Source: an optimization exercise on an open RTL-to-GDS flow (aim: small area, a short achievable clock period and few clock cycles). Production flows keep margins and buffers that such runs may drop. In this exercise RTL edits were held to simulation tests only and were not proved equivalent to the original. No activity file was given, so power comes from the tool's default toggle rates.

[run.sh]
#!/bin/bash
# synth_recipe.tcl (not shown) runs the flow's synth.tcl, then flattens the netlist and writes it again
# the make line also repeats each setting of config.mk as NAME=value (left out here)
make -C /OpenROAD-flow-scripts/flow DESIGN_CONFIG=/design/flow/config.mk WORK_HOME=/design/flow/orfs CLKGATE_MAP_FILE= SYNTH_SCRIPT=/design/flow/synth_recipe.tcl finish
[constraint.sdc]
create_clock -name core_clock -period 7.0 [get_ports {CLK}]
set_input_delay 1.4000 -clock core_clock [delete_from_list [all_inputs] [get_ports {CLK}]]
set_output_delay 1.4000 -clock core_clock [all_outputs]
set_load 0.01 [all_outputs]
[design.v]
`timescale 1ns/1ps
package rvCorePkg;
    localparam int xLen = 32;
    localparam logic [6:0] opR     = 7'h33;
    localparam logic [6:0] opImm   = 7'h13;
    localparam logic [6:0] opLoad  = 7'h03;
    localparam logic [6:0] opStore = 7'h23;
endpackage
`timescale 1ns/1ps
module aluUnit (
    input  logic [31:0] a,
    input  logic [31:0] b,
    input  logic        sub,       
    input  logic        selSum,
    input  logic        selSlt,
    input  logic        selSltu,
    input  logic        selXor,
    input  logic        selOr,
    input  logic        selAnd,
    input  logic        selSll,
    input  logic        selSr,     
    input  logic        arith,     
    output logic [31:0] y
);
    logic [32:0] sum;
    logic        ltu;
    logic        lt;
    logic [4:0]  sh;
    logic [31:0] shIn;
    logic [31:0] shOut;
    logic [31:0] shRev;
    logic        fill;
    logic [31:0] bx, gen, prop;
    logic [31:0] gl [0:5];
    logic [31:0] pl [0:5];
    logic [32:0] carry;
    assign bx   = b ^ {32{sub}};
    assign gen  = a & bx;
    assign prop = a ^ bx;
    always_comb begin
        gl[0] = gen;
        pl[0] = prop;
        gl[0][0] = gen[0] | (prop[0] & sub);
        for (int l = 0; l < 5; l++) begin
            for (int i = 0; i < 32; i++) begin
                if (i >= (1 << l)) begin
                    gl[l+1][i] = gl[l][i] | (pl[l][i] & gl[l][i - (1 << l)]);
                    pl[l+1][i] = pl[l][i] & pl[l][i - (1 << l)];
                end else begin
                    gl[l+1][i] = gl[l][i];
                    pl[l+1][i] = pl[l][i];
                end
            end
        end
        carry = {gl[5], sub};
    end
    assign sum = {carry[32], prop ^ carry[31:0]};
    assign ltu = ~sum[32];
    assign lt  = (a[31] ^ b[31]) ? a[31] : sum[31];
    assign sh   = b[4:0];
    assign fill = arith & a[31];
    always_comb begin
        for (int i = 0; i < 32; i++) shIn[i] = selSll ? a[31-i] : a[i];
    end
    assign shOut = 32'($signed({fill, shIn}) >>> sh);
    always_comb begin
        for (int i = 0; i < 32; i++) shRev[i] = shOut[31-i];
    end
    assign y = ({32{selSum}} & sum[31:0])
             | ({32{selXor}} & (a ^ b))
             | ({32{selOr}}  & (a | b))
             | ({32{selAnd}} & (a & b))
             | ({32{selSr}}  & shOut)
             | ({32{selSll}} & shRev)
             | {31'd0, (selSlt & lt) | (selSltu & ltu)};
endmodule
`timescale 1ns/1ps
module regFile (
    input  logic        CLK,
    input  logic [4:0]  rs1,
    input  logic [4:0]  rs2,
    output logic [31:0] rs1Data,
    output logic [31:0] rs2Data,
    input  logic        we,
    input  logic [4:0]  rd,
    input  logic [31:0] wdata
);
    logic [31:0] regs [1:31];
    always_comb begin
        rs1Data = '0;
        rs2Data = '0;
        for (int i = 1; i < 32; i++) begin
            rs1Data = rs1Data | ({32{rs1 == 5'(i)}} & regs[i]);
            rs2Data = rs2Data | ({32{rs2 == 5'(i)}} & regs[i]);
        end
    end
    always_ff @(posedge CLK) begin
        for (int i = 1; i < 32; i++) begin
            if (we && rd == 5'(i)) regs[i] <= wdata;
        end
    end
endmodule
`timescale 1ns/1ps
`timescale 1ns/1ps
`timescale 1ns/1ps
`timescale 1ns/1ps
`timescale 1ns/1ps
module rvCore #(
    parameter int addrBits = 10
) (
    input  logic                CLK,
    input  logic                rstN,
    input  logic [31:0]         instr,
    output logic [addrBits-1:0] instrAddr,
    output logic                ramWe,
    output logic [9:0]          ramAddr,    
    output logic [31:0]         ramWdata,
    input  logic [31:0]         ramRdata,
    output logic [31:0]         gpio
);
    logic [addrBits-1:0] pc;
    logic                stall;
    assign instrAddr = pc;
    always_ff @(posedge CLK) begin
        if (!rstN)       pc <= '0;
        else if (!stall) pc <= pc + 1'b1;
    end
    logic [31:7] dIr;
    logic        dR, dI, dL, dS;    
    assign dIr = instr[31:7];
    assign dR  = instr[6:0] == rvCorePkg::opR;
    assign dI  = instr[6:0] == rvCorePkg::opImm;
    assign dL  = instr[6:0] == rvCorePkg::opLoad;
    assign dS  = instr[6:0] == rvCorePkg::opStore;
    logic [4:0]  dRd, dRs1, dRs2;
    logic [2:0]  dF3;
    logic        dAlt;
    logic [11:0] dImmI;
    logic [9:0]  dImmS;
    logic        dUses1, dUses2, dWrites;
    assign dRd    = dIr[11:7];
    assign dF3    = dIr[14:12];
    assign dRs1   = dIr[19:15];
    assign dRs2   = dIr[24:20];
    assign dAlt   = dIr[30];
    assign dImmI  = dIr[31:20];
    assign dImmS  = {dIr[29:25], dIr[11:7]};
    assign dUses1 = dR | dI | dL | dS;
    assign dUses2 = dR | dS;
    assign dWrites = (dR | dI | dL) && dRd != 5'd0;
    logic        eWe, eLd, eSt;
    logic [4:0]  eRd;
    logic        mWe, mLd, mRamWe, mGpioWe;
    logic [4:0]  mRd;
    logic [31:0] mX;         
    logic [31:0] mFA, mFB;   
    logic [9:0]  mAddr;
    assign stall = eWe && eLd
                   && ((dUses1 && dRs1 == eRd) || (dUses2 && dRs2 == eRd));
    logic [31:0] rf1, rf2, mVal, dA, dB;
    assign mVal = mLd ? ramRdata : mX;
    regFile regs (
        .CLK(CLK), .rs1(dRs1), .rs2(dRs2), .rs1Data(rf1), .rs2Data(rf2),
        .we(mWe), .rd(mRd), .wdata(mVal)
    );
    logic dFwdA, dFwdB;
    assign dFwdA = dUses1 && eWe && !eLd && eRd == dRs1;
    assign dFwdB = dUses2 && eWe && !eLd && eRd == dRs2;
    always_comb begin
        if (dFwdA)                       dA = '0;
        else if (mWe && mRd == dRs1)     dA = mVal;
        else                             dA = rf1;
        if (dI || dL)                    dB = {{20{dImmI[11]}}, dImmI};
        else if (dFwdB)                  dB = '0;
        else if (mWe && mRd == dRs2)     dB = mVal;
        else                             dB = rf2;
    end
    logic [31:0] eA, eB;
    logic [9:0]  eImm;
    logic        eSub, eSelSum, eSelSlt, eSelSltu, eSelXor, eSelOr, eSelAnd;
    logic        eSelSll, eSelSr, eArith;
    always_ff @(posedge CLK) begin
        if (!rstN || stall) begin
            eWe <= 1'b0;
            eLd <= 1'b0;
            eSt <= 1'b0;
        end else begin
            eWe <= dWrites;
            eLd <= dL;
            eSt <= dS;
        end
    end
    always_ff @(posedge CLK) begin
        eRd   <= dRd;
        eA    <= dA;
        eB    <= dB;
        eImm  <= dS ? dImmS : dImmI[9:0];
        eSub     <= (dR && dF3 == 3'd0 && dAlt) || dF3 == 3'd2 || dF3 == 3'd3;
        eSelSum  <= dF3 == 3'd0;
        eSelSll  <= dF3 == 3'd1;
        eSelSlt  <= dF3 == 3'd2;
        eSelSltu <= dF3 == 3'd3;
        eSelXor  <= dF3 == 3'd4;
        eSelSr   <= dF3 == 3'd5;
        eSelOr   <= dF3 == 3'd6;
        eSelAnd  <= dF3 == 3'd7;
        eArith   <= dAlt && dF3 == 3'd5;
    end
    logic [31:0] opA, opB, aluY;
    logic [9:0]  eAddr;
    assign opA = eA | mFA;
    assign opB = eB | mFB;
    aluUnit alu (
        .a(opA), .b(opB), .sub(eSub),
        .selSum(eSelSum), .selSlt(eSelSlt), .selSltu(eSelSltu),
        .selXor(eSelXor), .selOr(eSelOr), .selAnd(eSelAnd),
        .selSll(eSelSll), .selSr(eSelSr), .arith(eArith),
        .y(aluY)
    );
    assign eAddr = opA[9:0] + eImm;
    always_ff @(posedge CLK) begin
        if (!rstN) begin
            mWe     <= 1'b0;
            mLd     <= 1'b0;
            mRamWe  <= 1'b0;
            mGpioWe <= 1'b0;
        end else begin
            mWe     <= eWe;
            mLd     <= eLd;
            mRamWe  <= eSt && eAddr != 10'd0;
            mGpioWe <= eSt && eAddr == 10'd0;
        end
    end
    always_ff @(posedge CLK) begin
        mRd   <= eRd;
        mAddr <= eAddr;
        mX    <= eSt ? opB : aluY;
        mFA   <= dFwdA ? aluY : '0;
        mFB   <= dFwdB ? aluY : '0;
    end
    assign ramWe    = mRamWe;
    assign ramAddr  = mAddr;
    assign ramWdata = mX;
    always_ff @(posedge CLK) begin
        if (!rstN)        gpio <= '0;
        else if (mGpioWe) gpio <= mX;
    end
endmodule
[config.mk]
export PLATFORM = sky130hd
export DESIGN_NAME = rvCore
export DESIGN_NICKNAME = rvCore
export VERILOG_FILES = /design/flow/design.v
export SDC_FILE = /design/flow/constraint.sdc
export NUM_CORES = 4
export LEC_CHECK = 0
export ABC_AREA = 1
export CAP_MARGIN = 20
export CELL_PAD_IN_SITES_DETAIL_PLACEMENT = 1
export CELL_PAD_IN_SITES_GLOBAL_PLACEMENT = 2
export CORE_MARGIN = 2
export CORE_UTILIZATION = 30
export PLACE_DENSITY = 0.45
export SETUP_SLACK_MARGIN = 5.0
export SLEW_MARGIN = 20
export TNS_END_PERCENT = 1
==> flow_summary_export.csv, run 1 <==
group,metric,value,unit
critical_path,r2r-end,"regs.regs[29][9]",
timing,hold_viol,0,
floorplan,coreArea,199000,sq um
logic_synthesis,ys_types,54,
critical_path,endpoint,"eB[3]",
routing,wl,437,mm
power_and_ir_drop,ir_worst_vdd,238,uV
flow_run,cap_violations,0,
logic_synthesis,synthAdderAreaFrac,2.26,%
min_path,hold_class,"register to register",
timing,rsz0062_at_grt,"yes",
critical_path,crit_chain,"buf_6 -> inv_1 -> nand2_1 -> nor2_1 -> nand2_2 -> inv_4 -> buf_6 -> nand2_1 -> o2111ai_1 -> nor4_2 -> nand3_2 -> nand2_1 -> nand2_1",
critical_path,crit_type,"input port to register",
power_and_ir_drop,swShare,32.3,%
logic_synthesis,synth_flop_cell,"edfxtp_1",
routing,vias,59900,
clock_network,cts-root-buf,"clkbuf_16",
run_status,status,"finished clean",
critical_path,rr_startpoint,"mRd[0]",
final_layout,drive_above_1_share,20.2,%
critical_path,slowest_stage,"nand3_2",
logic_synthesis,yosys.area_share.simple,19.6,%
global_route,globalRouteOverflowTotal,0,
timing,fmax,341,MHz
routing,first_pass_iters,7,
timing,setup_tns,0,ns
critical_path,start_kind,"input port",
routing,wl_per_cell,44.0,um
routing,drc,0,
final_layout,nets,7268,
critical_path,cp_num_cells,13,
critical_path,reg2regPathDepth,5,
critical_path,crit_required,7.72,ns
power_and_ir_drop,internal_power,14700,uW
final_layout,final_design_area_no_fill,78600,sq um
power_and_ir_drop,pwr-share-clk,38.7,%
critical_path,path_max_fanout,9,
placement,routabilityCongestion,0.952,
floorplan,die_w,451,um
final_layout,syn_to_final_growth,31.1,%
timing,min_period,2.94,ns
timing,finClkSkew,0.0263,ns
clock_network,cts_buffer_depth,3,
floorplan,pin_count,151,
logic_synthesis,synth_top_family_by_area,"simple AND/OR/NAND/NOR gates",
critical_path,cp-end-kind,"register",
timing,finalSetupViolCount,0,
routing,detail-route-antenna-nets,0,
logic_synthesis,syn-num-nets,6649,
placement,hpwl,276,mm
power_and_ir_drop,power.leakage,0.0314,uW
logic_synthesis,yosys_warnings,6,
critical_path,cp.arrival,3.65,ns
logic_synthesis,avgSynthCellArea,9.26,sq um
logic_synthesis,ys_seq_area_share,58.0,%
critical_path,timing.critical_path.mode_cell,"nand2_1",
clock_network,clk_latency,0.85,ns
floorplan,initial_core_util,30.1,%
critical_path,cpPeakStageDelay,0.33,ns
timing,relSlewSlack,15.1,%
critical_path,crit_family,"simple AND/OR/NAND/NOR gates",
critical_path,r2r_slack,4.07,ns
logic_synthesis,synth_compound_area_share,11.5,%
logic_synthesis,post_synth_xor_area_fraction,0.774,%
floorplan,chipHeight,451,um
power_and_ir_drop,p_sw,7020,uW
critical_path,crit_buf_inv,4,
logic_synthesis,syn_inst,6476,
clock_network,cts.clk_slew.worst_paths,0.06,ns
clock_network,cts.sinks,1241,
routing,viasPerCell,6.03,
global_route,grt_start_max_net_pins,49,
global_route,grtUsageTotal,41.7,%
clock_network,cts_buffers,153,
final_layout,final_util,39.4,%
clock_network,cts_tree,"yes",
logic_synthesis,synth_area,59900,sq um
power_and_ir_drop,combPwrFrac,20.6,%
logic_synthesis,async_reset_ff_share,0,%
timing,tightestPinTransition,1.27,ns
clock_network,cts_htree_levels,4,
timing,slew_violations,0,
logic_synthesis,synth-seq-cells,1241,
routing,drt-initial-drc-count,9269,
floorplan,die_area,203000,sq um
logic_synthesis,synth-edff-count,992,
critical_path,cp-startpoint,"instr[23]",
logic_synthesis,muxShareOfSynthArea,0,%
power_and_ir_drop,cellPowerDensity,277,nW/um^2
global_route,antenna_found_initial,57,
floorplan,rows,164,
power_and_ir_drop,total_power,21800,uW
placement,io_buffer_count,150,
placement,placed_cell_area,66000,sq um
timing,period_share,42.0,%
placement,dp.cells,9272,
power_and_ir_drop,p_seq_share,40.6,%
global_route,grt_pass1_wl,560,mm
global_route,grt_pass1_vias,56600,
final_layout,final_cells,9935,
[through the flow]
step | hold WS, ns | worst slack [ns]
2_1_floorplan | 0.364 | 4.16
3_5_place_dp | 0.388 | 1.92
6_report | 0.408 | 4.06
4_1_cts | 0.404 | 4.06
3_3_place_gp | 0.399 | 1.90
5_1_grt | 0.414 | 4.03
[state kept, by name (all words and copies together) (netlist names), 5 cells and up]
register / count
eA: 32
regs.regs: 992
eImm: 10
eRd: 5
mFB: 32
mRd: 5
pc: 10
mX: 32
mAddr: 10
eB: 32
mFA: 32
gpio: 32
[power by group through the flow]
stage	clock network (uW)	logic [uW]	registers (uW)
6_report	8430	4490	8840
3_5_place_dp	0	3490	8980
4_1_cts	8470	4160	8830
2_1_floorplan	0	1720	8760
5_1_grt	8740	4700	8840
3_3_place_gp	0	3470	8980
[cell usage after synthesis (5+ instances only)]
library cell | count | area [sq um]
nor2_2 | 7 | 43.8
buf_1 | 10 | 37.5
inv_2 | 44 | 165
edfxtp_1 | 992 | 29800
a22o_1 | 23 | 201
xor2_1 | 45 | 394
a22oi_1 | 40 | 300
nor4_1 | 63 | 394
nand4_1 | 126 | 788
clkinv_1 | 10 | 37.5
buf_2 | 108 | 541
a211o_1 | 6 | 52.6
a21oi_1 | 143 | 716
o2111ai_1 | 72 | 631
nand3_1 | 415 | 2080
a211oi_1 | 41 | 308
ha_1 | 105 | 1310
nand2_2 | 12 | 75.1
o21bai_1 | 6 | 45.0
buf_4 | 5 | 37.5
dfxtp_1 | 249 | 4980
o211ai_1 | 46 | 345
o21ai_0 | 340 | 1700
o21ai_1 | 7 | 35.0
xnor2_1 | 8 | 70.1
clkbuf_1 | 135 | 507
or2_2 | 6 | 37.5
nand3_2 | 12 | 120
nor2_1 | 470 | 1760
a221oi_1 | 67 | 587
inv_1 | 893 | 3350
o221ai_1 | 30 | 263
nand2_1 | 1560 | 5860
o22ai_1 | 247 | 1550
nor3_1 | 92 | 460
nand3b_1 | 6 | 45.0
[cell usage in the layout (no fill, tap or decap), types with 71 or more instances in the layout]
cell type / netlist / layout
o2111ai_1: 72 / 71
a21oi_1: 143 / 88
clkbuf_16: 0 / 160
buf_12: 0 / 109
edfxtp_1: 992 / 992
o22ai_1: 247 / 247
nor3_1: 92 / 75
nor2_4: 1 / 86
buf_4: 5 / 355
inv_1: 893 / 834
ha_1: 105 / 82
nor2_1: 470 / 353
nand4_1: 126 / 126
nand2_1: 1560 / 1467
nand3_1: 415 / 374
o21ai_0: 340 / 298
dfxtp_1: 249 / 187
[per-layer routing]
layer / global-route usage [%] / vias up / routed length [um] / share of wire (%)
met2: 63.5 / 4312 / 191000 / 44
li1: - / 23700 / - / -
met3: 11.9 / 1346 / 46600 / 11
met4: 29.6 / 40 / 37700 / 8.6
met5: 0 / - / 340 / 0.078
met1: 50.6 / 30600 / 162000 / 37
[final cells by class]
type,count,area [sq um]
inverters,947,4020
well taps,2656,3320
clock buffers,207,4240
fillers,22200,121000
multi-input cells,4031,23100
clock inverters,75,896
flip-flops and latches,1241,34900
diodes,57,143
repair buffers,708,7810
repair inverters,13,101
[cell families after synthesis]
| group | after synthesis |
|---|---|
| fa+ha+maj | 107 |
| compound gates | 1088 |
| flops | 1241 |
| buf+inv | 1205 |
| xor+xnor | 53 |
| simple gates | 2782 |
[repair_timing]
action / CTS / global route
setup endpoints to repair: 2204 / 2251
gates resized for setup: 1043 / 281
cloned: 22 / 6
buffers inserted: 206 / 88
pin swaps: 105 / 48
hold buffers: 0 / 0
hold endpoints to repair: 0 / 0
[worst min-delay path by stage]
stage / from / to / slack, ns / cells past startpoint
5_1_grt: eRd[0] / mRd[0] / 0.41 / 0
3_3_place_gp: eRd[2] / mRd[2] / 0.40 / 0
3_5_place_dp: eRd[0] / mRd[0] / 0.39 / 0
2_1_floorplan: eRd[0] / mRd[0] / 0.36 / 0
6_report: eRd[2] / mRd[2] / 0.41 / 0
4_1_cts: eRd[0] / mRd[0] / 0.40 / 0
Testbench counts, summed over its fixed seeds: cycles 20,076.
==> inputs of run 2 (changes only) <==
--- a/design.v
+++ b/design.v
@@ -77,8 +77,8 @@
 `timescale 1ns/1ps
 module regFile (
     input  logic        CLK,
-    input  logic [4:0]  rs1,
-    input  logic [4:0]  rs2,
+    input  logic [31:1] rs1Sel,    
+    input  logic [31:1] rs2Sel,
     output logic [31:0] rs1Data,
     output logic [31:0] rs2Data,
     input  logic        we,
@@ -90,8 +90,8 @@
         rs1Data = '0;
         rs2Data = '0;
         for (int i = 1; i < 32; i++) begin
-            rs1Data = rs1Data | ({32{rs1 == 5'(i)}} & regs[i]);
-            rs2Data = rs2Data | ({32{rs2 == 5'(i)}} & regs[i]);
+            rs1Data = rs1Data | ({32{rs1Sel[i]}} & regs[i]);
+            rs2Data = rs2Data | ({32{rs2Sel[i]}} & regs[i]);
         end
     end
     always_ff @(posedge CLK) begin
@@ -127,11 +127,19 @@
     end
     logic [31:7] dIr;
     logic        dR, dI, dL, dS;    
-    assign dIr = instr[31:7];
-    assign dR  = instr[6:0] == rvCorePkg::opR;
-    assign dI  = instr[6:0] == rvCorePkg::opImm;
-    assign dL  = instr[6:0] == rvCorePkg::opLoad;
-    assign dS  = instr[6:0] == rvCorePkg::opStore;
+    always_ff @(posedge CLK) begin
+        if (!rstN) begin
+            {dR, dI, dL, dS} <= '0;
+        end else if (!stall) begin
+            dR <= instr[6:0] == rvCorePkg::opR;
+            dI <= instr[6:0] == rvCorePkg::opImm;
+            dL <= instr[6:0] == rvCorePkg::opLoad;
+            dS <= instr[6:0] == rvCorePkg::opStore;
+        end
+    end
+    always_ff @(posedge CLK) begin
+        if (!stall) dIr <= instr[31:7];
+    end
     logic [4:0]  dRd, dRs1, dRs2;
     logic [2:0]  dF3;
     logic        dAlt;
@@ -157,24 +165,42 @@
     logic [9:0]  mAddr;
     assign stall = eWe && eLd
                    && ((dUses1 && dRs1 == eRd) || (dUses2 && dRs2 == eRd));
+    logic [4:0] nRs1, nRs2;
+    logic       nUses1, nUses2, nFwdE1, nFwdE2, nFwdM1, nFwdM2;
+    logic [6:0] nOpcode;
+    assign nRs1    = stall ? dRs1 : instr[19:15];
+    assign nRs2    = stall ? dRs2 : instr[24:20];
+    assign nOpcode = instr[6:0];
+    assign nUses1  = stall ? dUses1
+                           : (nOpcode == rvCorePkg::opR || nOpcode == rvCorePkg::opImm
+                              || nOpcode == rvCorePkg::opLoad || nOpcode == rvCorePkg::opStore);
+    assign nUses2  = stall ? dUses2
+                           : (nOpcode == rvCorePkg::opR || nOpcode == rvCorePkg::opStore);
+    assign nFwdE1 = !stall && nUses1 && dWrites && !dL && dRd == nRs1;
+    assign nFwdE2 = !stall && nUses2 && dWrites && !dL && dRd == nRs2;
+    assign nFwdM1 = !nFwdE1 && nUses1 && eWe && eRd == nRs1;
+    assign nFwdM2 = !nFwdE2 && nUses2 && eWe && eRd == nRs2;
+    logic [31:1] dSel1, dSel2;   
+    logic        dFwdA, dFwdB;   
+    logic        dFwdM1, dFwdM2;  
+    always_ff @(posedge CLK) begin
+        for (int i = 1; i < 32; i++) begin
+            dSel1[i] <= nUses1 && !nFwdE1 && !nFwdM1 && nRs1 == 5'(i);
+            dSel2[i] <= nUses2 && !nFwdE2 && !nFwdM2 && nRs2 == 5'(i);
+        end
+        dFwdA  <= nFwdE1;
+        dFwdB  <= nFwdE2;
+        dFwdM1 <= nFwdM1;
+        dFwdM2 <= nFwdM2;
+    end
     logic [31:0] rf1, rf2, mVal, dA, dB;
     assign mVal = mLd ? ramRdata : mX;
     regFile regs (
-        .CLK(CLK), .rs1(dRs1), .rs2(dRs2), .rs1Data(rf1), .rs2Data(rf2),
+        .CLK(CLK), .rs1Sel(dSel1), .rs2Sel(dSel2), .rs1Data(rf1), .rs2Data(rf2),
         .we(mWe), .rd(mRd), .wdata(mVal)
     );
-    logic dFwdA, dFwdB;
-    assign dFwdA = dUses1 && eWe && !eLd && eRd == dRs1;
-    assign dFwdB = dUses2 && eWe && !eLd && eRd == dRs2;
-    always_comb begin
-        if (dFwdA)                       dA = '0;
-        else if (mWe && mRd == dRs1)     dA = mVal;
-        else                             dA = rf1;
-        if (dI || dL)                    dB = {{20{dImmI[11]}}, dImmI};
-        else if (dFwdB)                  dB = '0;
-        else if (mWe && mRd == dRs2)     dB = mVal;
-        else                             dB = rf2;
-    end
+    assign dA = rf1 | ({32{dFwdM1}} & mVal);
+    assign dB = rf2 | ({32{dFwdM2}} & mVal) | ({32{dI | dL}} & {{20{dImmI[11]}}, dImmI});
     logic [31:0] eA, eB;
     logic [9:0]  eImm;
     logic        eSub, eSelSum, eSelSlt, eSelSltu, eSelXor, eSelOr, eSelAnd;
==> flow/run.sh (new file) <==
#!/bin/bash
# The standard layout (standard.sh, all ORFS steps from synthesis to finish)
# with one change: buffer_ports gives every input and output port a buf_2
# buffer instead of the delay cell (clkdlybuf4s50) it picks by default.
# ORFS writes each step's full log under orfs/logs/; make's own output goes
# to standard_make.log here.
set -euo pipefail
export BUFFER_PORTS_ARGS="-buffer_cell sky130_fd_sc_hd__buf_2"
bash standard.sh > standard_make.log 2>&1
==> standard.sh (new file) <==
#!/bin/bash
# synth_recipe.tcl (not shown) runs the flow's synth.tcl, then flattens the netlist and writes it again
# the make line also repeats each setting of config.mk as NAME=value (left out here)
make -C /OpenROAD-flow-scripts/flow DESIGN_CONFIG=/design/flow/config.mk WORK_HOME=/design/flow/orfs CLKGATE_MAP_FILE= SYNTH_SCRIPT=/design/flow/synth_recipe.tcl "${@:-finish}"
--- a/config.mk
+++ b/config.mk
@@ -11,7 +11,9 @@
 export CELL_PAD_IN_SITES_GLOBAL_PLACEMENT = 2
 export CORE_MARGIN = 2
 export CORE_UTILIZATION = 30
+export CTS_CLUSTER_DIAMETER = 80
+export CTS_CLUSTER_SIZE = 20
 export PLACE_DENSITY = 0.45
 export SETUP_SLACK_MARGIN = 5.0
 export SLEW_MARGIN = 20
-export TNS_END_PERCENT = 1
+export TNS_END_PERCENT = 0
removed: run.sh
==> flow_summary_export.csv, run 2 <==
group,metric,value,unit
run_status,status,"finished clean",
global_route,grt_pass1_wl,473,mm
placement,dp.cells,8960,
routing,detail-route-antenna-nets,0,
logic_synthesis,synth_flop_cell,"edfxtp_1",
clock_network,cts.sinks,1336,
logic_synthesis,ys_types,54,
logic_synthesis,synthMostInstantiatedCell,"nand2_1",
global_route,antenna_found_initial,28,
critical_path,slowest_stage,"nand4_1",
final_layout,final_util,36.3,%
final_layout,drive_above_1_share,18.5,%
critical_path,crit_family,"simple AND/OR/NAND/NOR gates",
power_and_ir_drop,cellPowerDensity,225,nW/um^2
logic_synthesis,syn_inst,6228,
clock_network,cts.clk_slew.worst_paths,0.08,ns
clock_network,clk_latency,0.81,ns
clock_network,cts_htree_levels,3,
timing,slew_violations,0,
final_layout,final_cells,9335,
logic_synthesis,syn-num-nets,6401,
timing,period_share,41.9,%
routing,drc,0,
routing,wl_per_cell,38.6,um
global_route,grt_pass1_vias,52100,
routing,wl,361,mm
logic_synthesis,synth-edff-count,1017,
placement,routabilityCongestion,0.904,
power_and_ir_drop,power.leakage,0.0278,uW
logic_synthesis,yosys-top-cells-area,"edfxtp_1 50%, nand2_1 12%, dfxtp_1 11%",
critical_path,cpPeakStageDelay,0.62,ns
critical_path,timing.critical_path.mode_cell,"nand4_1",
min_path,holdPathStages,0,
routing,first_pass_iters,5,
floorplan,initial_core_util,30.1,%
critical_path,crit_type,"register to register",
logic_synthesis,yosys_warnings,6,
placement,dp_worst_setup_slack,3.00,ns
timing,relSlewSlack,24.1,%
timing,min_period,2.93,ns
floorplan,die_area,206000,sq um
logic_synthesis,synth.top_cell.area_share,50.3,%
timing,tightestPinTransition,1.14,ns
final_layout,syn_to_final_growth,20.8,%
floorplan,die_w,454,um
logic_synthesis,synth_area,60700,sq um
logic_synthesis,yosys-top-cells-count,"1990 x nand2_1, 1017 x edfxtp_1, 472 x nand3_1",
critical_path,start_kind,"register",
clock_network,cts_buffers,112,
final_layout,regMostFlops,"regs.regs",
global_route,globalRouteOverflowTotal,0,
clock_network,cts_buffer_depth,3,
critical_path,crit_buf_inv,2,
final_layout,final_common_cell,"nand2_1",
logic_synthesis,ys_seq_area_share,60.8,%
clock_network,cts-root-buf,"clkbuf_16",
logic_synthesis,netlist.top_cell.by_area,"edfxtp_1",
routing,drt-initial-drc-count,6066,
critical_path,reg2regPathDepth,7,
min_path,hold_class,"register to register",
clock_network,hold_buffers,0,
global_route,grt_start_max_net_pins,50,
critical_path,crit_required,7.45,ns
floorplan,coreArea,202000,sq um
critical_path,cp-end-kind,"register",
timing,finalSetupViolCount,0,
floorplan,chipHeight,454,um
floorplan,pin_count,151,
timing,hold_viol,0,
logic_synthesis,avgSynthCellArea,9.74,sq um
routing,viasPerCell,5.72,
logic_synthesis,async_reset_ff_share,0,%
floorplan,rows,165,
routing,vias,53400,
clock_network,cts_tree,"yes",
flow_run,cap_violations,0,
timing,rsz0062_at_grt,"yes",
placement,hpwl,238,mm
final_layout,layout_common_cells,"1929 x nand2_1, 1017 x edfxtp_1, 436 x nand3_1",
placement,io_buffer_count,150,
final_layout,largest_register_ff_count,992,
critical_path,crit_chain,"inv_2 -> nor2_4 -> buf_4 -> a21oi_1 -> nand4_1 -> nor2_1 -> nand4_1",
critical_path,cp_num_cells,7,
timing,finClkSkew,0.0514,ns
timing,fmax,341,MHz
logic_synthesis,synth-seq-cells,1336,
critical_path,path_max_fanout,10,
timing,fin_ws,4.07,ns
timing,setup_tns,0,ns
global_route,grtUsageTotal,34.1,%
final_layout,nets,6708,
power_and_ir_drop,ir_worst_vdd,211,uV
critical_path,cp.arrival,3.38,ns
## run 2: cell count changes in the layout (fill, tap and decap cells not counted), sizes merged, moves of 118 or more
| cell | before | now |
|---|---|---|
| nand2 | 1573 | 2007 |
| inv | 917 | 438 |
| o21ai | 347 | 205 |
| nor2 | 478 | 360 |
| nand4 | 126 | 254 |
| o22ai | 247 | 11 |
## run 2: cells by family after synthesis
group / count (synthesis) / share of synthesized area (%)
adder cells (fa/ha/maj): 107 / 2.23
XOR/XNOR: 42 / 0.606
multiplexers: 3 / 0.0495
AND/OR/NAND/NOR: 3203 / 22.5
AO/OA/AOI/OAI: 827 / 9.31
buffers and inverters: 710 / 4.48
flip-flops: 1336 / 60.8
## run 2: layout make-up
class / count / area [sq um]
fillers: 22500 / 128000
inverters: 413 / 1630
clock inverters: 93 / 1140
flip-flops and latches: 1336 / 37100
repair buffers: 480 / 3800
diodes: 30 / 75.1
repair inverters: 7 / 35.0
clock buffers: 119 / 2890
multi-input cells: 4185 / 23300
well taps: 2672 / 3340
## run 2: layer usage
metal	up-vias	routed length, um	part of all wire, %	global-route usage, %
met5	-	99	0.027	0
met4	14	18000	5.0	14.6
met3	615	26200	7.3	5.76
met2	2238	168000	47	56.4
met1	28000	148000	41	44.0
li1	22500	-	-	-
## run 2: final timing paths
| check | startpoint | to | slack [ns] |
|---|---|---|---|
| setup / recovery | dIr[31] | eB[24] | 4.07 |
| hold / removal | eRd[1] | mRd[1] | 0.42 |
| setup reg to reg | dIr[31] | eB[24] | 4.07 |
| hold reg to reg | eRd[1] | mRd[1] | 0.42 |
## run 2: power breakdown
part	internal (uW)	switching (uW)	total, uW
clock network	3580	3620	7200
logic	202	510	712
registers	8530	64.8	8600
total	12300	4190	16500
## run 2: per-stage QoR
stage / area (sq um) / hold WS, ns / power [uW]
after floorplan: 60700 / 0.349 / 9030
after global placement: 65700 / 0.447 / 9360
after detailed placement: 65700 / 0.439 / 9360
after CTS: 71500 / 0.420 / 16600
after global routing: 73200 / 0.430 / 16900
final: 73300 / 0.422 / 16500
## run 2: what timing repair did
item	in CTS	in global routing
buffers inserted	61	53
pin swaps	47	93
gates cloned	10	9
endpoints found under the setup margin	1827	1732
resized for setup	326	296
Testbench counts of run 2, summed over its fixed seeds: cycles 20,124.
==> inputs of run 3 (changes only) <==
--- a/config.mk
+++ b/config.mk
@@ -10,7 +10,7 @@
 export CELL_PAD_IN_SITES_DETAIL_PLACEMENT = 1
 export CELL_PAD_IN_SITES_GLOBAL_PLACEMENT = 2
 export CORE_MARGIN = 2
-export CORE_UTILIZATION = 30
+export CORE_UTILIZATION = 50
 export CTS_CLUSTER_DIAMETER = 80
 export CTS_CLUSTER_SIZE = 20
 export PLACE_DENSITY = 0.45
==> flow_summary_export.csv, run 3 <==
group,metric,value,unit
logic_synthesis,yosys-top-cells-area,"edfxtp_1 50%, nand2_1 12%, dfxtp_1 11%",
timing,finalSetupViolCount,0,
critical_path,cp-end-kind,"register",
floorplan,coreArea,120000,sq um
routing,first_pass_iters,6,
floorplan,chipHeight,352,um
logic_synthesis,yosys.area_share.simple,22.5,%
critical_path,crit_type,"register to register",
routing,wl,300,mm
timing,slew_violations,0,
floorplan,die_w,352,um
critical_path,start_kind,"register",
clock_network,cts_htree_levels,3,
power_and_ir_drop,power.leakage,0.0266,uW
placement,hpwl,185,mm
placement,routabilityCongestion,0.977,
flow_run,cap_violations,0,
min_path,holdPathStages,0,
final_layout,syn_to_final_growth,14.2,%
logic_synthesis,muxShareOfSynthArea,0.0495,%
routing,drt-initial-drc-count,8361,
floorplan,die_area,124000,sq um
logic_synthesis,avgSynthCellArea,9.74,sq um
logic_synthesis,syn-num-nets,6401,
power_and_ir_drop,cellPowerDensity,211,nW/um^2
final_layout,final_util,57.7,%
clock_network,cts.sinks,1336,
routing,drc,0,
clock_network,hold_buffers,0,
timing,setup_tns,0,ns
clock_network,cts_buffer_depth,3,
logic_synthesis,netlist.top_cell.by_area,"edfxtp_1",
logic_synthesis,yosys_warnings,6,
logic_synthesis,async_reset_ff_share,0,%
logic_synthesis,yosys-top-cells-count,"1990 x nand2_1, 1017 x edfxtp_1, 472 x nand3_1",
logic_synthesis,synth_top_family_by_area,"simple AND/OR/NAND/NOR gates",
critical_path,cp.arrival,3.27,ns
clock_network,cts_tree,"yes",
min_path,hold_class,"register to register",
timing,period_share,41.3,%
logic_synthesis,synth-seq-cells,1336,
timing,finClkSkew,0.0465,ns
final_layout,nets,6584,
timing,fmax,346,MHz
clock_network,clk_latency,0.76,ns
logic_synthesis,synthMostInstantiatedCell,"nand2_1",
timing,tightestPinTransition,1.16,ns
final_layout,layout_common_cells,"1942 x nand2_1, 1017 x edfxtp_1, 438 x nand3_1",
timing,rsz0062_at_grt,"yes",
global_route,grtUsageTotal,46.9,%
timing,hold_viol,0,
global_route,grt_pass1_wl,407,mm
power_and_ir_drop,total_power,14600,uW
logic_synthesis,synth_flop_cell,"edfxtp_1",
logic_synthesis,synth_area,60700,sq um
global_route,antenna_found_initial,15,
logic_synthesis,synth_compound_area_share,9.31,%
floorplan,pin_count,151,
routing,viasPerCell,6.82,
routing,wl_per_cell,37.1,um
routing,vias,55200,
critical_path,crit_required,7.38,ns
critical_path,reg2regPathDepth,5,
logic_synthesis,synth-edff-count,1017,
power_and_ir_drop,ir_worst_vdd,261,uV
final_layout,drive_above_1_share,15.2,%
global_route,grt_start_max_net_pins,63,
timing,relSlewSlack,22.3,%
timing,min_period,2.89,ns
floorplan,rows,127,
logic_synthesis,syn_inst,6228,
clock_network,cts-root-buf,"clkbuf_16",
logic_synthesis,post_synth_xor_area_fraction,0.606,%
final_layout,final_common_cell,"nand2_1",
clock_network,cts_buffers,83,
logic_synthesis,synthAdderAreaFrac,2.23,%
timing,fin_hold_ws,0.426,ns
final_layout,final_cells,8095,
critical_path,path_max_fanout,17,
run_status,status,"finished clean",
routing,detail-route-antenna-nets,0,
logic_synthesis,ys_seq_area_share,60.8,%
global_route,grt_pass1_vias,54300,
logic_synthesis,ys_types,54,
final_layout,largest_register_ff_count,992,
final_layout,regMostFlops,"regs.regs",
placement,dp.cells,7841,
floorplan,initial_core_util,50.5,%
global_route,globalRouteOverflowTotal,0,
logic_synthesis,synth.top_cell.area_share,50.3,%
clock_network,cts.clk_slew.worst_paths,0.09,ns
final_layout,fillers,13200,
placement,io_buffer_count,150,
==> run 3: cell counts after synthesis <==
No cell type changed its count.
==> run 3: layout make-up <==
| class | count | area [sq um] | area share (%) |
|---|---|---|---|
| tap | 1612 | 2020 | 2.91 |
| timing repair buffer | 384 | 2940 | 4.24 |
| sequential | 1336 | 37100 | 53.5 |
| clock inverter | 21 | 319 | 0.460 |
| antenna | 5 | 12.5 | 0.0181 |
| inverter | 413 | 1620 | 2.34 |
| timing repair inverter | 10 | 76.3 | 0.110 |
| multi-input combinational | 4183 | 22900 | 33.1 |
| clock buffer | 131 | 2310 | 3.33 |
==> run 3: logic make-up after synthesis <==
logic type               count (synthesis)
AND/OR/NAND/NOR                       3203
XOR/XNOR                                42
flip-flops                            1336
AO/OA/AOI/OAI                          827
adder cells (fa/ha/maj)                107
buffers and inverters                  710
multiplexers                             3
==> run 3: repair_timing <==
item                                    in CTS  in global routing
pin swaps                                   46                 70
setup buffers                               42                 33
endpoints found under the setup margin    1718               1736
resized for setup                          276                241
cloned                                      16                  6
==> run 3: power by group <==
| part | total [uW] | internal, uW | switching (uW) |
|---|---|---|---|
| clock network | 5340 | 2410 | 2920 |
| registers | 8610 | 8540 | 69.0 |
| logic | 648 | 184 | 464 |
| total | 14600 | 11100 | 3460 |
==> run 3: through the flow <==
stage               setup slack [ns]  cell area, sq um
floorplan                       4.41             60700
global placement                3.10             63800
detailed placement              3.01             63800
CTS                             4.20             67900
global route                    4.06             69300
finish                          4.11             69300
==> run 3: path summary, 6_finish.rpt <==
path	start	to	slack, ns
max	mRd[0]	regs.regs[29][14]	4.11
min	eRd[1]	mRd[1]	0.43
max reg2reg	mRd[0]	regs.regs[29][14]	4.11
min reg2reg	eRd[1]	mRd[1]	0.43
==> run 3: worst max-delay path: stages, from the launching register on <==
cell,delay [ns]
dfxtp_1,0.42
inv_1,0.06
nor2_1,0.30
nand2_1,0.23
nor2_4,0.91
buf_4,0.58
==> run 3: metal layers <==
layer  wire (um)  GRT usage [%]  up-vias
met1      100000           55.1    27200
met2      129000           71.1     4350
met5          62           1.27        -
met3       41400           15.8     1441
met4       29300           35.7       10
li1            -              -    22200
==> inputs of run 4 (changes only) <==
--- a/config.mk
+++ b/config.mk
@@ -10,7 +10,7 @@
 export CELL_PAD_IN_SITES_DETAIL_PLACEMENT = 1
 export CELL_PAD_IN_SITES_GLOBAL_PLACEMENT = 2
 export CORE_MARGIN = 2
-export CORE_UTILIZATION = 50
+export CORE_UTILIZATION = 45
 export CTS_CLUSTER_DIAMETER = 80
 export CTS_CLUSTER_SIZE = 20
 export PLACE_DENSITY = 0.45
==> flow_summary_export.csv, run 4 <==
group,metric,value,unit
logic_synthesis,synth.top_cell.area_share,50.3,%
timing,setup_tns,0,ns
logic_synthesis,yosys-top-cells-count,"1990 x nand2_1, 1017 x edfxtp_1, 472 x nand3_1",
global_route,grt_pass1_vias,53000,
routing,wl,306,mm
critical_path,path_max_fanout,18,
timing,slew_violations,0,
critical_path,r2r_slack,3.94,ns
final_layout,fillers,14700,
floorplan,chipHeight,371,um
logic_synthesis,yosys-top-cells-area,"edfxtp_1 50%, nand2_1 12%, dfxtp_1 11%",
clock_network,cts_htree_levels,3,
clock_network,clk_latency,0.76,ns
final_layout,drive_above_1_share,14.5,%
logic_synthesis,avgSynthCellArea,9.74,sq um
clock_network,cts-root-buf,"clkbuf_16",
power_and_ir_drop,ir_worst_vdd,262,uV
power_and_ir_drop,internal_power,11200,uW
power_and_ir_drop,pwr-share-clk,37.0,%
timing,period_share,43.6,%
critical_path,r2r-end,"eB[12]",
logic_synthesis,syn-num-nets,6401,
timing,tightestPinTransition,1.13,ns
critical_path,slowest_stage,"a2111oi_1",
floorplan,die_area,138000,sq um
logic_synthesis,synth-seq-cells,1336,
final_layout,largest_register_ff_count,992,
global_route,grtUsageTotal,43.6,%
logic_synthesis,synth-edff-count,1017,
critical_path,crit_family,"simple AND/OR/NAND/NOR gates",
logic_synthesis,synth_area,60700,sq um
final_layout,seqCellArea,37100,sq um
floorplan,coreArea,134000,sq um
timing,hold_viol,0,
power_and_ir_drop,cellPowerDensity,213,nW/um^2
logic_synthesis,synthMostInstantiatedCell,"nand2_1",
timing,relSlewSlack,24.9,%
logic_synthesis,ys_seq_area_share,60.8,%
run_status,status,"finished clean",
critical_path,rr_startpoint,"dSel2[22]",
clock_network,cts.sinks,1336,
min_path,holdPathStages,0,
routing,drc,0,
clock_network,cts.clk_slew.worst_paths,0.09,ns
routing,first_pass_iters,6,
global_route,grt_pass1_wl,415,mm
floorplan,initial_core_util,45.4,%
min_path,hold_class,"register to register",
logic_synthesis,yosys_warnings,6,
final_layout,nets,6568,
floorplan,die_w,371,um
critical_path,reg2regPathDepth,5,
timing,min_period,3.06,ns
critical_path,crit_required,7.38,ns
timing,fmax,327,MHz
placement,io_buffer_count,150,
flow_run,cap_violations,0,
floorplan,pin_count,151,
logic_synthesis,ys_types,54,
placement,routabilityCongestion,0.995,
final_layout,final_common_cell,"nand2_1",
logic_synthesis,synth_flop_cell,"edfxtp_1",
final_layout,final_util,51.6,%
final_layout,layout_common_cells,"1954 x nand2_1, 1017 x edfxtp_1, 446 x nand3_1",
routing,detail-route-antenna-nets,0,
logic_synthesis,async_reset_ff_share,0,%
global_route,antenna_found_initial,20,
timing,finClkSkew,0.0576,ns
routing,viasPerCell,6.61,
global_route,grt_start_max_net_pins,50,
critical_path,crit_buf_inv,1,
routing,vias,54400,
routing,wl_per_cell,37.1,um
min_path,min_from,"eRd[1]",
clock_network,cts_buffers,85,
timing,finalSetupViolCount,0,
power_and_ir_drop,swShare,23.7,%
placement,hpwl,187,mm
clock_network,cts_tree,"yes",
critical_path,cp.arrival,3.43,ns
final_layout,multi_input_area,22500,sq um
global_route,globalRouteOverflowTotal,0,
final_layout,syn_to_final_growth,13.6,%
logic_synthesis,netlist.top_cell.by_area,"edfxtp_1",
final_layout,regMostFlops,"regs.regs",
critical_path,cpPeakStageDelay,0.75,ns
power_and_ir_drop,power.leakage,0.0265,uW
critical_path,crit_chain,"buf_4 -> nand2_1 -> nand3_1 -> a2111oi_1 -> nand4_1",
floorplan,rows,134,
min_path,worstHoldEndpoint,"mRd[1]",
critical_path,start_kind,"register",
clock_network,cts_buffer_depth,3,
power_and_ir_drop,p_seq_share,58.7,%
critical_path,cp-end-kind,"register",
routing,drt-initial-drc-count,7615,
logic_synthesis,syn_inst,6228,
power_and_ir_drop,p_sw,3480,uW
timing,rsz0062_at_grt,"yes",
power_and_ir_drop,combPwrFrac,4.2,%
critical_path,crit_type,"register to register",
[run 4: cell counts after synthesis]
No cell type changed its count.
[run 4: area by class of cell]
cell class / instances / area share (%)
Antenna cell: 8 / 0.0290
Clock buffer: 130 / 3.44
Clock inverter: 28 / 0.492
Inverter: 413 / 2.32
Multi-Input combinational cell: 4185 / 32.7
Sequential cell: 1336 / 53.8
Tap cell: 1768 / 3.21
Timing Repair Buffer: 367 / 3.94
Timing Repair inverter: 7 / 0.0671
[run 4: power by group through the flow]
stage	registers (uW)	logic, uW	clock network, uW
floorplan	8750	281	0
global placement	8790	516	0
detailed placement	8790	524	0
CTS	8610	574	5430
global route	8610	656	5680
finish	8610	617	5430
[run 4: how the worst max path moves through the flow]
| stage | cells after the start | endpoint | from |
|---|---|---|---|
| after CTS | 17 | mX[23] | eSub |
| after detailed placement | 7 | eA[2] | ramRdata[2] |
| final | 5 | eB[12] | dSel2[22] |
| after global routing | 17 | mX[11] | mFA[2] |
| after floorplan | 13 | dSel2[11] | instr[3] |
| after global placement | 7 | eA[2] | ramRdata[2] |
[run 4: logic make-up (layout without fill, tap and decap cells)]
family	Yosys count	count (layout)	synth area share [%]
xor gates and xnor gates	42	42	0.606
buffers and inverters	710	945	4.48
muxes	3	3	0.0495
and+or+nand+nor	3203	3206	22.5
AOI/OAI and AO/OA	827	827	9.31
adders and majority gates	107	107	2.23
DFF	1336	1336	60.8
other	0	8	0
[run 4: repair_timing]
| action | in CTS | in global routing |
|---|---|---|
| pin swaps | 40 | 31 |
| buffers inserted | 35 | 24 |
| resized for setup | 287 | 140 |
| hold buffers | 0 | 0 |
| gates cloned | 14 | 4 |
| endpoints found under the setup margin | 1807 | 1769 |
[run 4: per-stage QoR]
step	total power (uW)	area [sq um]	setup slack, ns	hold slack, ns	std cells
2_1_floorplan	9030	60700	4.41	0.349	6228
3_3_place_gp	9300	64000	3.01	0.460	7998
3_5_place_dp	9310	64000	2.98	0.459	7998
4_1_cts	14600	68100	4.17	0.442	8205
5_1_grt	14900	68900	4.06	0.431	8235
6_report	14700	68900	3.94	0.422	8242
[run 4: per-layer routing]
metal | wire, um | share of wire (%) | vias to the layer above | track usage [%]
li1 | - | - | 22200 | -
met1 | 109000 | 36 | 27300 | 53.9
met2 | 135000 | 44 | 3865 | 67.0
met3 | 38400 | 13 | 1049 | 12.6
met4 | 23700 | 7.7 | 12 | 28.1
met5 | 92 | 0.030 | - | 0
==> inputs of run 5 (changes only) <==
--- a/config.mk
+++ b/config.mk
@@ -10,7 +10,7 @@
 export CELL_PAD_IN_SITES_DETAIL_PLACEMENT = 1
 export CELL_PAD_IN_SITES_GLOBAL_PLACEMENT = 2
 export CORE_MARGIN = 2
-export CORE_UTILIZATION = 45
+export CORE_UTILIZATION = 55
 export CTS_CLUSTER_DIAMETER = 80
 export CTS_CLUSTER_SIZE = 20
 export PLACE_DENSITY = 0.45
==> flow_summary_export.csv, run 5 <==
group,metric,value,unit
run_status,status,"finished clean",
final_layout,final_common_cell,"nand2_1",
routing,wl_met2,124,mm
routing,first_pass_iters,6,
final_layout,layout_common_cells,"1956 x nand2_1, 1017 x edfxtp_1, 449 x nand3_1",
critical_path,path_max_fanout,17,
final_layout,regMostFlops,"regs.regs",
logic_synthesis,synth_top_family_by_area,"simple AND/OR/NAND/NOR gates",
final_layout,syn_to_final_growth,13.0,%
timing,finalSetupViolCount,0,
critical_path,cp-startpoint,"dSel2[24]",
critical_path,crit_type,"register to register",
clock_network,clk_latency,0.73,ns
logic_synthesis,ys_seq_area_share,60.8,%
clock_network,cts_htree_levels,3,
timing,tightestPinTransition,1.19,ns
routing,dr.max_layer_used,"met5",
clock_network,cts_buffer_depth,3,
timing,fmax,331,MHz
floorplan,die_w,336,um
routing,wl,300,mm
timing,min_period,3.02,ns
routing,vias,56900,
clock_network,cts_buffers,81,
critical_path,crit_required,7.38,ns
routing,detail-route-antenna-nets,0,
placement,placed_cell_area,63600,sq um
routing,met3WireLength,47.8,mm
final_layout,nets,6572,
global_route,grt_pass1_wl,410,mm
logic_synthesis,synth_flop_cell,"edfxtp_1",
clock_network,cts.clk_slew.worst_paths,0.09,ns
final_layout,final_design_area_no_fill,68600,sq um
logic_synthesis,yosys_warnings,6,
placement,io_buffer_count,150,
logic_synthesis,muxShareOfSynthArea,0.0495,%
clock_network,hold_buffers,0,
floorplan,die_area,113000,sq um
flow_run,cap_violations,0,
global_route,globalRouteOverflowTotal,0,
timing,finClkSkew,0.0476,ns
clock_network,cts-root-buf,"clkbuf_16",
logic_synthesis,synth.top_cell.area_share,50.3,%
global_route,grt_start_max_net_pins,64,
timing,hold_viol,0,
timing,period_share,43.1,%
power_and_ir_drop,cellPowerDensity,210,nW/um^2
logic_synthesis,async_reset_ff_share,0,%
min_path,hold_class,"register to register",
logic_synthesis,yosys.area_share.simple,22.5,%
logic_synthesis,netlist.top_cell.by_area,"edfxtp_1",
critical_path,cp-end-kind,"register",
timing,fin_ws,3.98,ns
timing,rsz0062_at_grt,"yes",
logic_synthesis,post_synth_xor_area_fraction,0.606,%
timing,slew_violations,0,
clock_network,cts.sinks,1336,
final_layout,drive_above_1_share,14.1,%
placement,routabilityCongestion,1.02,
critical_path,rr_startpoint,"dSel2[24]",
final_layout,fillers,11700,
logic_synthesis,syn-num-nets,6401,
critical_path,reg2regPathDepth,4,
critical_path,cp.arrival,3.40,ns
logic_synthesis,synth-edff-count,1017,
logic_synthesis,synth-seq-cells,1336,
placement,hpwl,181,mm
critical_path,r2r-end,"eB[12]",
logic_synthesis,ys_types,54,
critical_path,start_kind,"register",
clock_network,cts_tree,"yes",
routing,wl_per_cell,37.7,um
global_route,grtUsageTotal,52.3,%
logic_synthesis,synth_compound_area_share,9.31,%
critical_path,r2r_slack,3.98,ns
critical_path,endpoint,"eB[12]",
routing,drc,0,
power_and_ir_drop,ir_worst_vdd,328,uV
global_route,antenna_found_initial,18,
floorplan,rows,121,
routing,drt-initial-drc-count,9564,
final_layout,largest_register_ff_count,992,
floorplan,pin_count,151,
logic_synthesis,yosys-top-cells-count,"1990 x nand2_1, 1017 x edfxtp_1, 472 x nand3_1",
timing,relSlewSlack,20.6,%
floorplan,initial_core_util,55.6,%
routing,viasPerCell,7.15,
logic_synthesis,avgSynthCellArea,9.74,sq um
logic_synthesis,synthMostInstantiatedCell,"nand2_1",
global_route,grt_pass1_vias,56100,
floorplan,chipHeight,336,um
logic_synthesis,synthAdderAreaFrac,2.23,%
routing,wl_met1,94.9,mm
floorplan,coreArea,109000,sq um
logic_synthesis,syn_inst,6228,
logic_synthesis,yosys-top-cells-area,"edfxtp_1 50%, nand2_1 12%, dfxtp_1 11%",
placement,dp_worst_setup_slack,3.14,ns
power_and_ir_drop,power.leakage,0.0265,uW
logic_synthesis,synth_area,60700,sq um
timing,setup_tns,0,ns
[run 5: metal layers]
| metal | global-route usage (%) | vias to the layer above |
|---|---|---|
| met2 | 75.4 | 5404 |
| met4 | 44.8 | 14 |
| met3 | 22.5 | 1874 |
| met5 | 0 | - |
| li1 | - | 22200 |
| met1 | 59.7 | 27400 |
[run 5: logic make-up after synthesis]
logic type      after synthesis
xor+xnor                     42
fa+ha+maj                   107
buf+inv                     710
compound gates              827
mux                           3
simple gates               3203
flops                      1336
[run 5: worst max-delay path, cell delays in order (launching register included)]
cell	delay (ns)
dfxtp_2	0.62
buf_4	0.46
a22o_1	0.25
a2111oi_0	0.63
nand4_1	0.70
[run 5: area by class of cell]
class / count / area, sq um / share of cell area (%)
Clock inverter: 13 / 198 / 0.288
Antenna cell: 19 / 47.5 / 0.0693
Timing Repair Buffer: 379 / 2850 / 4.16
Multi-Input combinational cell: 4183 / 22600 / 33.0
Tap cell: 1476 / 1850 / 2.69
Inverter: 413 / 1590 / 2.31
Sequential cell: 1336 / 37100 / 54.1
Clock buffer: 133 / 2270 / 3.32
Timing Repair inverter: 5 / 71.3 / 0.104
[run 5: through the flow]
step | power, uW | hold WS (ns) | cells | util, %
after floorplan | 9030 | 0.349 | 6228 | -
after global placement | 9280 | 0.444 | 7700 | 58.3
after detailed placement | 9300 | 0.441 | 7700 | 58.3
after CTS | 14300 | 0.406 | 7916 | 62.2
after global routing | 14600 | 0.408 | 7938 | 62.8
final | 14400 | 0.402 | 7957 | 62.8
[run 5: worst min-delay path by stage]
stage	startpoint	to	slack, ns	cells past startpoint
after floorplan	dIr[28]	eImm[8]	0.35	0
after global placement	eRd[1]	mRd[1]	0.44	0
after detailed placement	eRd[1]	mRd[1]	0.44	0
after CTS	eRd[0]	mRd[0]	0.41	0
after global routing	eRd[0]	mRd[0]	0.41	0
final	eRd[0]	mRd[0]	0.40	0
[run 5: what timing repair did]
item / CTS / global route
setup endpoints to repair: 1703 / 1793
gates resized for setup: 330 / 91
buffers inserted: 57 / 19
pin swaps: 60 / 52
gates cloned: 13 / 2
[run 5: power breakdown]
part,switching (uW),internal (uW)
sequential,67.5,8540
clock,2860,2290
combinational,456,176
total,3390,11000

## afterwards: timing with drivers on the ports
The flow's constraints put no driver on any port. The routed layouts listed below were extracted and timed again, unchanged, in two steps.
Step 1, drivers: a clkbuf_16 drives CLK and a buf_2 each remaining input, both assumed.
Step 2 times the ports against the registers' clock, not the clock port: input delays grow and output delays shrink by t, the midpoint of the rising clock arrivals with the driver on.
Three values: ideal, step 1, step 2; two values: the first two.
run | t (ns) | setup WS [ns] | cell pins on the clock port's net
run 1 | 0.924 | 4.063 / 4.018 / 3.169 | 1
run 2 | 0.875 | 4.069 / 4.069 / 3.417 | 1
run 3 | 0.821 | 4.111 / 4.111 / 3.378 | 1
run 4 | 0.819 | 3.945 / 3.945 / 3.355 | 1
run 5 | 0.782 | 3.981 / 3.981 / 3.439 | 1
After both steps setup and hold are still met in every run listed. For run 1, which loses most, drivers alone change the setup slack by -0.045 ns; drivers and shift together by -0.894 ns.
